Background: an optimization exercise with open tools, aiming at small area, a short achievable clock period and few clock cycles per item. Do not read the settings as production practice. In this exercise RTL edits were held to simulation tests only and were not proved equivalent to the original. Power is estimated from default activity; no workload was simulated.

`flow/design.v`:
```
package pps_pkg;
  localparam int LEVEL_COUNT = 5;
  localparam int QUEUE_DEPTH = 16;
  localparam int PID_BITS    = 16;
  localparam int PID_W    = 16;
  localparam int LVL_W    = 3;
  localparam int STATUS_W = 2;
  localparam int KEEP_W    = (PID_BITS < PID_W) ? PID_BITS : PID_W;
  localparam int LVL_IDX_W = (LEVEL_COUNT > 1) ? $clog2(LEVEL_COUNT) : 1;
  localparam int PTR_W     = (QUEUE_DEPTH > 1) ? $clog2(QUEUE_DEPTH) : 1;
  localparam int CNT_W     = $clog2(QUEUE_DEPTH + 1);
  localparam int ADDR_W    = LVL_IDX_W + PTR_W;
  localparam int RAM_DEPTH = LEVEL_COUNT << PTR_W;
  localparam logic CMD_READY   = 1'b0;
  localparam logic CMD_RELEASE = 1'b1;
  localparam logic [STATUS_W-1:0] STAT_OK       = 2'd0;
  localparam logic [STATUS_W-1:0] STAT_FULL     = 2'd1;
  localparam logic [STATUS_W-1:0] STAT_IDLE_REL = 2'd2;
  typedef struct packed {
    logic capture;
    logic exec;
    logic load_slot;
    logic publish;
  } pps_cmd_t;
  typedef struct packed {
    logic need_read;
  } pps_stat_t;
endpackage
module pps_ram #(
  parameter int WIDTH = 16,
  parameter int DEPTH = 80
) (
  input  logic                     clk,
  input  logic                     we,
  input  logic [$clog2(DEPTH)-1:0] waddr,
  input  logic [WIDTH-1:0]         wdata,
  input  logic [$clog2(DEPTH)-1:0] raddr,
  output logic [WIDTH-1:0]         rdata
);
  logic [WIDTH-1:0] mem [DEPTH];
  always_ff @(posedge clk) begin
    if (we) begin
      mem[waddr] <= wdata;
    end
    rdata <= mem[raddr];
  end
endmodule
import pps_pkg::*;
module pps_ctrl (
  input  logic               clk,
  input  logic               rst_n,
  input  logic               in_valid,
  output logic               in_ready,
  output logic               out_valid,
  input  logic               out_ready,
  input  pps_pkg::pps_stat_t stat,
  output pps_pkg::pps_cmd_t  cmd
);
  typedef enum logic [3:0] {
    S_IDLE = 4'b0001,
    S_EXEC = 4'b0010,
    S_READ = 4'b0100,
    S_OUT  = 4'b1000
  } state_t;
  state_t state_r, state_nxt;
  logic   out_valid_r, out_valid_nxt;
  always_comb begin
    state_nxt = state_r;
    cmd       = '0;
    unique case (state_r)
      S_IDLE: begin
        if (in_valid) begin
          cmd.capture = 1'b1;
          state_nxt   = S_EXEC;
        end
      end
      S_EXEC: begin
        cmd.exec  = 1'b1;
        state_nxt = stat.need_read ? S_READ : S_OUT;
      end
      S_READ: begin
        cmd.load_slot = 1'b1;
        state_nxt     = S_OUT;
      end
      S_OUT: begin
        if (!out_valid_r || out_ready) begin
          cmd.publish = 1'b1;
          state_nxt   = S_IDLE;
        end
      end
      default: begin
        state_nxt = S_IDLE;
      end
    endcase
  end
  always_comb begin
    if (cmd.publish) begin
      out_valid_nxt = 1'b1;
    end else if (out_ready) begin
      out_valid_nxt = 1'b0;
    end else begin
      out_valid_nxt = out_valid_r;
    end
  end
  always_ff @(posedge clk) begin
    if (!rst_n) begin
      state_r     <= S_IDLE;
      out_valid_r <= 1'b0;
    end else begin
      state_r     <= state_nxt;
      out_valid_r <= out_valid_nxt;
    end
  end
  assign in_ready  = (state_r == S_IDLE);
  assign out_valid = out_valid_r;
endmodule
import pps_pkg::*;
module pps_dpath (
  input  logic                                clk,
  input  logic                                rst_n,
  input  pps_pkg::pps_cmd_t                   cmd,
  output pps_pkg::pps_stat_t                  stat,
  input  logic                                in_cmd,
  input  logic [pps_pkg::PID_W-1:0]           in_process_id,
  input  logic [pps_pkg::LVL_W-1:0]           in_priority_level,
  output logic                                out_running_valid,
  output logic [pps_pkg::PID_W-1:0]           out_running_pid,
  output logic [pps_pkg::LVL_W-1:0]           out_running_level,
  output logic                                out_preempt_flag,
  output logic [pps_pkg::PID_W-1:0]           out_preempted_pid,
  output logic [pps_pkg::STATUS_W-1:0]        out_status
);
  logic                 cmd_r;
  logic [KEEP_W-1:0]    pid_r;
  logic [LVL_IDX_W-1:0] lvl_r;
  logic [LVL_IDX_W-1:0] sat_lvl;
  logic                 slot_busy_r, slot_busy_nxt;
  logic [KEEP_W-1:0]    slot_pid_r, slot_pid_nxt;
  logic [LVL_IDX_W-1:0] slot_level_r, slot_level_nxt;
  logic [PTR_W-1:0] head_r  [LEVEL_COUNT];
  logic [PTR_W-1:0] head_nxt[LEVEL_COUNT];
  logic [PTR_W-1:0] tail_r  [LEVEL_COUNT];
  logic [PTR_W-1:0] tail_nxt[LEVEL_COUNT];
  logic [CNT_W-1:0] count_r  [LEVEL_COUNT];
  logic [CNT_W-1:0] count_nxt[LEVEL_COUNT];
  logic                 res_pflag_r;
  logic [KEEP_W-1:0]    res_ppid_r;
  logic [STATUS_W-1:0]  res_status_r;
  logic [LVL_IDX_W-1:0] disp_lvl_r;
  logic                 is_ready, is_release;
  logic                 preempt;
  logic [LVL_IDX_W-1:0] push_lvl;
  logic [KEEP_W-1:0]    push_pid;
  logic                 push_full;
  logic                 do_push, do_pop;
  logic                 any_ne;
  logic [LVL_IDX_W-1:0] top_lvl;
  logic [KEEP_W-1:0]    ram_rdata;
  assign sat_lvl = (int'(in_priority_level) >= LEVEL_COUNT) ?
                   LVL_IDX_W'(LEVEL_COUNT - 1) : LVL_IDX_W'(in_priority_level);
  assign is_ready   = (cmd_r == CMD_READY);
  assign is_release = (cmd_r == CMD_RELEASE);
  assign preempt    = slot_busy_r && (slot_level_r < lvl_r);
  assign push_lvl   = preempt ? slot_level_r : lvl_r;
  assign push_pid   = preempt ? slot_pid_r : pid_r;
  assign push_full  = (count_r[push_lvl] == CNT_W'(QUEUE_DEPTH));
  always_comb begin
    any_ne  = 1'b0;
    top_lvl = '0;
    for (int l = 0; l < LEVEL_COUNT; l++) begin
      if (count_r[l] != '0) begin
        any_ne  = 1'b1;
        top_lvl = LVL_IDX_W'(l);
      end
    end
  end
  assign stat.need_read = is_release && slot_busy_r && any_ne;
  assign do_push = cmd.exec && is_ready && slot_busy_r && !push_full;
  assign do_pop  = cmd.exec && stat.need_read;
  always_comb begin
    for (int l = 0; l < LEVEL_COUNT; l++) begin
      head_nxt[l]  = head_r[l];
      tail_nxt[l]  = tail_r[l];
      count_nxt[l] = count_r[l];
    end
    if (do_push) begin
      tail_nxt[push_lvl]  = (tail_r[push_lvl] == PTR_W'(QUEUE_DEPTH - 1)) ?
                            '0 : tail_r[push_lvl] + 1'b1;
      count_nxt[push_lvl] = count_r[push_lvl] + 1'b1;
    end
    if (do_pop) begin
      head_nxt[top_lvl]  = (head_r[top_lvl] == PTR_W'(QUEUE_DEPTH - 1)) ?
                           '0 : head_r[top_lvl] + 1'b1;
      count_nxt[top_lvl] = count_r[top_lvl] - 1'b1;
    end
  end
  always_comb begin
    slot_busy_nxt  = slot_busy_r;
    slot_pid_nxt   = slot_pid_r;
    slot_level_nxt = slot_level_r;
    if (cmd.exec) begin
      if (is_release) begin
        if (slot_busy_r) begin
          slot_busy_nxt  = 1'b0;
          slot_pid_nxt   = '0;
          slot_level_nxt = '0;
        end
      end else if (!slot_busy_r || preempt) begin
        slot_busy_nxt  = 1'b1;
        slot_pid_nxt   = pid_r;
        slot_level_nxt = lvl_r;
      end
    end else if (cmd.load_slot) begin
      slot_busy_nxt  = 1'b1;
      slot_pid_nxt   = ram_rdata;
      slot_level_nxt = disp_lvl_r;
    end
  end
  always_ff @(posedge clk) begin
    if (!rst_n) begin
      slot_busy_r  <= 1'b0;
      slot_pid_r   <= '0;
      slot_level_r <= '0;
      for (int l = 0; l < LEVEL_COUNT; l++) begin
        head_r[l]  <= '0;
        tail_r[l]  <= '0;
        count_r[l] <= '0;
      end
    end else begin
      slot_busy_r  <= slot_busy_nxt;
      slot_pid_r   <= slot_pid_nxt;
      slot_level_r <= slot_level_nxt;
      for (int l = 0; l < LEVEL_COUNT; l++) begin
        head_r[l]  <= head_nxt[l];
        tail_r[l]  <= tail_nxt[l];
        count_r[l] <= count_nxt[l];
      end
    end
  end
  always_ff @(posedge clk) begin
    if (cmd.capture) begin
      cmd_r <= in_cmd;
      pid_r <= in_process_id[KEEP_W-1:0];
      lvl_r <= sat_lvl;
    end
    if (cmd.exec) begin
      disp_lvl_r  <= top_lvl;
      res_pflag_r <= is_ready && preempt;
      res_ppid_r  <= (is_ready && preempt) ? slot_pid_r : '0;
      if (is_release && !slot_busy_r) begin
        res_status_r <= STAT_IDLE_REL;
      end else if (is_ready && slot_busy_r && push_full) begin
        res_status_r <= STAT_FULL;
      end else begin
        res_status_r <= STAT_OK;
      end
    end
    if (cmd.publish) begin
      out_running_valid <= slot_busy_r;
      out_running_pid   <= slot_busy_r ? PID_W'(slot_pid_r) : '0;
      out_running_level <= slot_busy_r ? LVL_W'(slot_level_r) : '0;
      out_preempt_flag  <= res_pflag_r;
      out_preempted_pid <= PID_W'(res_ppid_r);
      out_status        <= res_status_r;
    end
  end
  pps_ram #(
    .WIDTH (KEEP_W),
    .DEPTH (RAM_DEPTH)
  ) u_queue_ram (
    .clk   (clk),
    .we    (do_push),
    .waddr ({push_lvl, tail_r[push_lvl]}),
    .wdata (push_pid),
    .raddr ({top_lvl, head_r[top_lvl]}),
    .rdata (ram_rdata)
  );
endmodule
import pps_pkg::*;
module preemptive_priority_scheduler (
  input  logic                          clk,
  input  logic                          rst_n,
  input  logic                          in_valid,
  output logic                          in_ready,
  input  logic                          in_cmd,
  input  logic [pps_pkg::PID_W-1:0]     in_process_id,
  input  logic [pps_pkg::LVL_W-1:0]     in_priority_level,
  output logic                          out_valid,
  input  logic                          out_ready,
  output logic                          out_running_valid,
  output logic [pps_pkg::PID_W-1:0]     out_running_pid,
  output logic [pps_pkg::LVL_W-1:0]     out_running_level,
  output logic                          out_preempt_flag,
  output logic [pps_pkg::PID_W-1:0]     out_preempted_pid,
  output logic [pps_pkg::STATUS_W-1:0]  out_status
);
  pps_pkg::pps_cmd_t  cmd;
  pps_pkg::pps_stat_t stat;
  pps_ctrl u_ctrl (
    .clk       (clk),
    .rst_n     (rst_n),
    .in_valid  (in_valid),
    .in_ready  (in_ready),
    .out_valid (out_valid),
    .out_ready (out_ready),
    .stat      (stat),
    .cmd       (cmd)
  );
  pps_dpath u_dpath (
    .clk               (clk),
    .rst_n             (rst_n),
    .cmd               (cmd),
    .stat              (stat),
    .in_cmd            (in_cmd),
    .in_process_id     (in_process_id),
    .in_priority_level (in_priority_level),
    .out_running_valid (out_running_valid),
    .out_running_pid   (out_running_pid),
    .out_running_level (out_running_level),
    .out_preempt_flag  (out_preempt_flag),
    .out_preempted_pid (out_preempted_pid),
    .out_status        (out_status)
  );
endmodule
```
`flow/constraint.sdc`:
```
create_clock -name core_clock -period 6.0 [get_ports {clk}]
set_input_delay 1.2000 -clock core_clock [delete_from_list [all_inputs] [get_ports {clk}]]
set_output_delay 1.2000 -clock core_clock [all_outputs]
set_load 0.01 [all_outputs]
```
`flow/run.sh`:
```
#!/bin/bash
# synth_recipe.tcl (not shown) runs the flow's synth.tcl, then flattens the netlist and writes it again
# the make line also repeats each setting of config.mk as NAME=value (left out here)
make -C /OpenROAD-flow-scripts/flow DESIGN_CONFIG=/design/flow/config.mk WORK_HOME=/design/flow/orfs CLKGATE_MAP_FILE= SYNTH_SCRIPT=/design/flow/synth_recipe.tcl finish
```
`flow/config.mk`:
```
export PLATFORM = sky130hd
export DESIGN_NAME = preemptive_priority_scheduler
export DESIGN_NICKNAME = preemptive_priority_scheduler
export VERILOG_FILES = /design/flow/design.v
export SDC_FILE = /design/flow/constraint.sdc
export NUM_CORES = 4
export LEC_CHECK = 0
export CAP_MARGIN = 20
export CORE_MARGIN = 2
export CORE_UTILIZATION = 40
export SLEW_MARGIN = 20
```
==> notes.md <==
==> power groups by stage <==
stage | Sequential, uW | Clock, uW | Combinational, uW
5_1_grt | 11400 | 9920 | 845
4_1_cts | 11400 | 9520 | 796
2_1_floorplan | 11600 | 0 | 359
3_3_place_gp | 11600 | 0 | 786
3_5_place_dp | 11600 | 0 | 797
6_report | 11400 | 9410 | 803
==> registers in the layout, indices dropped and copies added (netlist names) <==
name,flops
u_dpath.res_ppid_r,16
u_ctrl.state_r,4
u_dpath.slot_busy_r,1
u_dpath.out_preempted_pid,16
u_dpath.out_running_level,3
u_dpath.lvl_r,3
u_dpath.slot_pid_r,16
u_dpath.tail_r,20
u_dpath.out_status,2
u_dpath.cmd_r,1
u_dpath.res_pflag_r,1
u_dpath.out_preempt_flag,1
u_dpath.count_r,25
u_dpath.out_running_pid,16
u_dpath.u_queue_ram.rdata,16
u_dpath.disp_lvl_r,3
u_dpath.out_running_valid,1
u_dpath.u_queue_ram.mem,1280
u_dpath.res_status_r,2
u_dpath.pid_r,16
u_dpath.head_r,20
u_ctrl.out_valid_r,1
u_dpath.slot_level_r,3
==> worst register-to-register path, stage by stage (launching register included) <==
cell and delay (ns):
dfxtp_1 0.46, nor3_4 0.12, and2_1 0.29, buf_4 0.26
a31oi_1 0.53, a21o_4 0.58, inv_6 0.34, nor2_4 0.88
buf_4 0.40, a31oi_1 0.17, o211ai_1 0.34, nand3_1 0.15
nor3_1 0.72, a22oi_1 0.16
==> worst paths after layout <==
kind                     startpoint                            end  slack (ns)  depth (start not counted)
max reg2reg   u_dpath.count_r[4][4]  u_dpath.u_queue_ram.rdata[13]        0.44                         13
min          u_dpath.res_ppid_r[15]  u_dpath.out_preempted_pid[15]        0.42                          0
min reg2reg  u_dpath.res_ppid_r[15]  u_dpath.out_preempted_pid[15]        0.42                          0
max           u_dpath.count_r[4][4]  u_dpath.u_queue_ram.rdata[13]        0.44                         13
==> synthesized netlist by cell type (24+ instances only) <==
| cell type | count |
|---|---|
| a211oi_1 | 25 |
| a21oi_1 | 109 |
| a22oi_1 | 42 |
| a31oi_1 | 64 |
| and2_1 | 43 |
| and3_1 | 54 |
| buf_1 | 28 |
| buf_2 | 84 |
| clkbuf_1 | 75 |
| dfxtp_1 | 106 |
| edfxtp_1 | 1361 |
| inv_1 | 24 |
| mux2i_1 | 132 |
| mux4_2 | 115 |
| nand2_1 | 765 |
| nand3_1 | 218 |
| nor2_1 | 134 |
| o2111ai_1 | 29 |
| o211a_1 | 27 |
| o21ai_0 | 36 |
| o22ai_1 | 32 |
==> cell type report <==
| cell class | count | area, um2 |
|---|---|---|
| Inverter | 25 | 104 |
| Clock buffer | 184 | 4030 |
| Antenna cell | 2 | 5.00 |
| Sequential cell | 1467 | 43000 |
| Multi-Input combinational cell | 2177 | 14400 |
| Timing Repair Buffer | 263 | 2280 |
| Fill cell | 12492 | 78100 |
| Tap cell | 1917 | 2400 |
| Clock inverter | 99 | 900 |
==> kinds of logic after synthesis <==
family                     share of synthesized area
AOI/OAI and AO/OA                             0.0679
xor gates and xnor gates                     0.00135
adders and majority gates                    0.00150
buffers and inverters                         0.0196
DFF                                            0.736
muxes                                         0.0710
and+or+nand+nor                                0.102
==> stage by stage <==
stage	area (um2)	hold WS, ns	power [uW]	instances	setup slack (ns)
floorplan	58400	0.400	12000	3882	1.25
global placement	62200	0.400	12400	5848	0.714
detailed placement	62200	0.405	12400	5848	0.672
CTS	67100	0.418	21700	6131	0.672
global route	67100	0.426	22200	6132	0.450
finish	67100	0.416	21600	6134	0.443
==> routing by layer <==
metal | vias up | wire length [um]
li1 | 15375 | -
met1 | 18187 | 70600
met2 | 1879 | 79700
met3 | 314 | 16900
met4 | 4 | 7070
met5 | - | 21
==> summary.md <==
| Metric | Value |
|---|---|
| Most crowded layer after global routing | met2 |
| Sequential area share after synthesis | 0.736 |
| CTS buffer count | 153 |
| Synth async-reset ratio | 0 |
| Cells along the critical path | nor3_4 -> and2_1 -> buf_4 -> a31oi_1 -> a21o_4 -> inv_6 -> nor2_4 -> buf_4 -> a31oi_1 -> o211ai_1 -> nand3_1 -> nor3_1 -> a22oi_1 |
| First-pass GRT wire length | 248 mm |
| Status | finished clean |
| WP data arrival | 6.17 ns |
| Largest area contributor in the netlist | edfxtp_1 |
| Root buf cell | clkbuf_16 |
| #FFs+latches synth | 1467 |
| Clock power frac | 0.435 |
| Htree depth | 4 |
| Max-slew violation count | 0 |
| Routed wire length | 174 mm |
| Largest net degree at the start of global routing | 128 |
| DRC Markers | 0 |
| DP HPWL | 112 mm |
| Syn_area_per_cell | 15.0 um2 |
| Worst hold path type | reg2reg |
| Net Sw Power | 4610 uW |
| Crit end category | register |
| Lkg Pwr | 0.0225 uW |
| Sw Ratio | 0.213 |
| Yosys top cell area share | 0.700 |
| Initial antenna violation count | 9 |
| Sequential Power Share | 0.528 |
| Crit path buf inv count | 3 |
| Worst-margin pin slew | 1.18 ns |
| Met3 Use GR | 0.0488 |
| Final #Nets | 4118 |
| CTS Buffer Depth | 3 |
| Die area | 149000 um2 |
| Max-cap violations | 0 |
| Post-synth EDFFs | 1361 |
| Vias per Instance | 5.83 |
| # rows | 140 |
| Vias in the first global route | 33730 |
| Internal Power | 17000 uW |
| CTS Hold Bufs | 0 |
| Top Ports | 65 |
| Max stage delay on crit path | 0.86 ns |
| Cell family with most CP delay | simple AND/OR/NAND/NOR gates |
| Critical Setup Path Class | reg2reg |
| Drt first pass iters | 5 |
| Met2 usage | 0.355 |
| Largest cells by area after synthesis | edfxtp_1, nand2_1, mux4_2, dfxtp_1, mux2i_1 |
| Crit path max fanout | 41 |
| Combinational power share | 0.037 |
| Final period util | 0.926 |
| Clk sink count | 1467 |
| Worst vdd ir | 0.000271 V |
| Most common library cell in the layout ignoring fill and taps | edfxtp_1 |
| Unrepaired setup endpoints after global routing | false |
| Number of distinct library cells after synthesis | 82 |
| Crit path time final | 5.56 ns |
| Clock tree from TritonCTS | yes |
| Met1 usage | 0.324 |
| Worst-path clk slew | 0.06 ns |
| Syn nets | 3913 |
| WL per Instance | 28.4 um |
| CP max stage cell | nor2_4 |
| Slew margin rel. | 0.207 |
| Final TNS setup | 0 ns |
| CP Launch Type | register |
| CP required | 6.62 ns |
| Initial DRC count | 4924 |
| Insertion delay to the later sink of the worst-skew pair | 0.78 ns |
| Die span in x | 386 um |
| Final core utilization | 0.462 |
| Post_cts resized | 0 |
| Area of the core | 145000 um2 |
| Gr usage total | 0.232 |
| Mapped Cells | 3882 |
| Yosys warning count | 9 |
| GR Overflow Total | 0 |
| Die height | 386 um |
| Starting density of the core | 0.402 |
| Synth-to-Final Area Change | 15.0% |
| PD cells | 322 nW/um2 |
| Clock skew | 0.0297 ns |
| Vias | 35759 |
| # Post-CTS Setup Buffers | 0 |
| Antenna Nets Post-Route | 0 |
| Global placement routability congestion | 0.932 |
| Highest clock rate | 180 MHz |
| Most frequent cells in the layout | edfxtp_1, nand2_1, nand3_1 |
| Fin. Hold Viols | 0 |
| Top FF cell, synth | edfxtp_1 |
| I/O Buffers | 64 |
| Setup-violating endpoint count in the final report | 0 |
| Ratio of cells with drive above 1 in the final layout | 0.146 |
| Cell area after synthesis | 58400 um2 |
Testbench counts, summed over its fixed seeds: cycles 108,673, items 32,000.

-- port drivers added, routing unchanged --
The results above use ideal ports. As a check the final layout listed here was re-extracted and re-timed, cells and wires unchanged. Step 1: set_driving_cell puts a clkbuf_16 on clk and a buf_2 on each other input, an assumption about the parent block. Step 2 times the ports against the registers' clock, not the clock port: input delays grow and output delays shrink by t, the midpoint of the rising clock arrivals with the driver on. Three values: no drivers, after step 1, after step 2; two values: the first two.
t (ns): 0.844
setup WS [ns]: 0.443 / 0.443 / 0.443
worst setup path after step 2: register to register
latest minus earliest clock arrival (ns): 0.031 / 0.030
pins driven straight from the clock port: 1
After both steps setup and hold are still met in this run. The setup slack of this run moves by 0.000 ns with the drivers and by 0.000 ns with both steps.
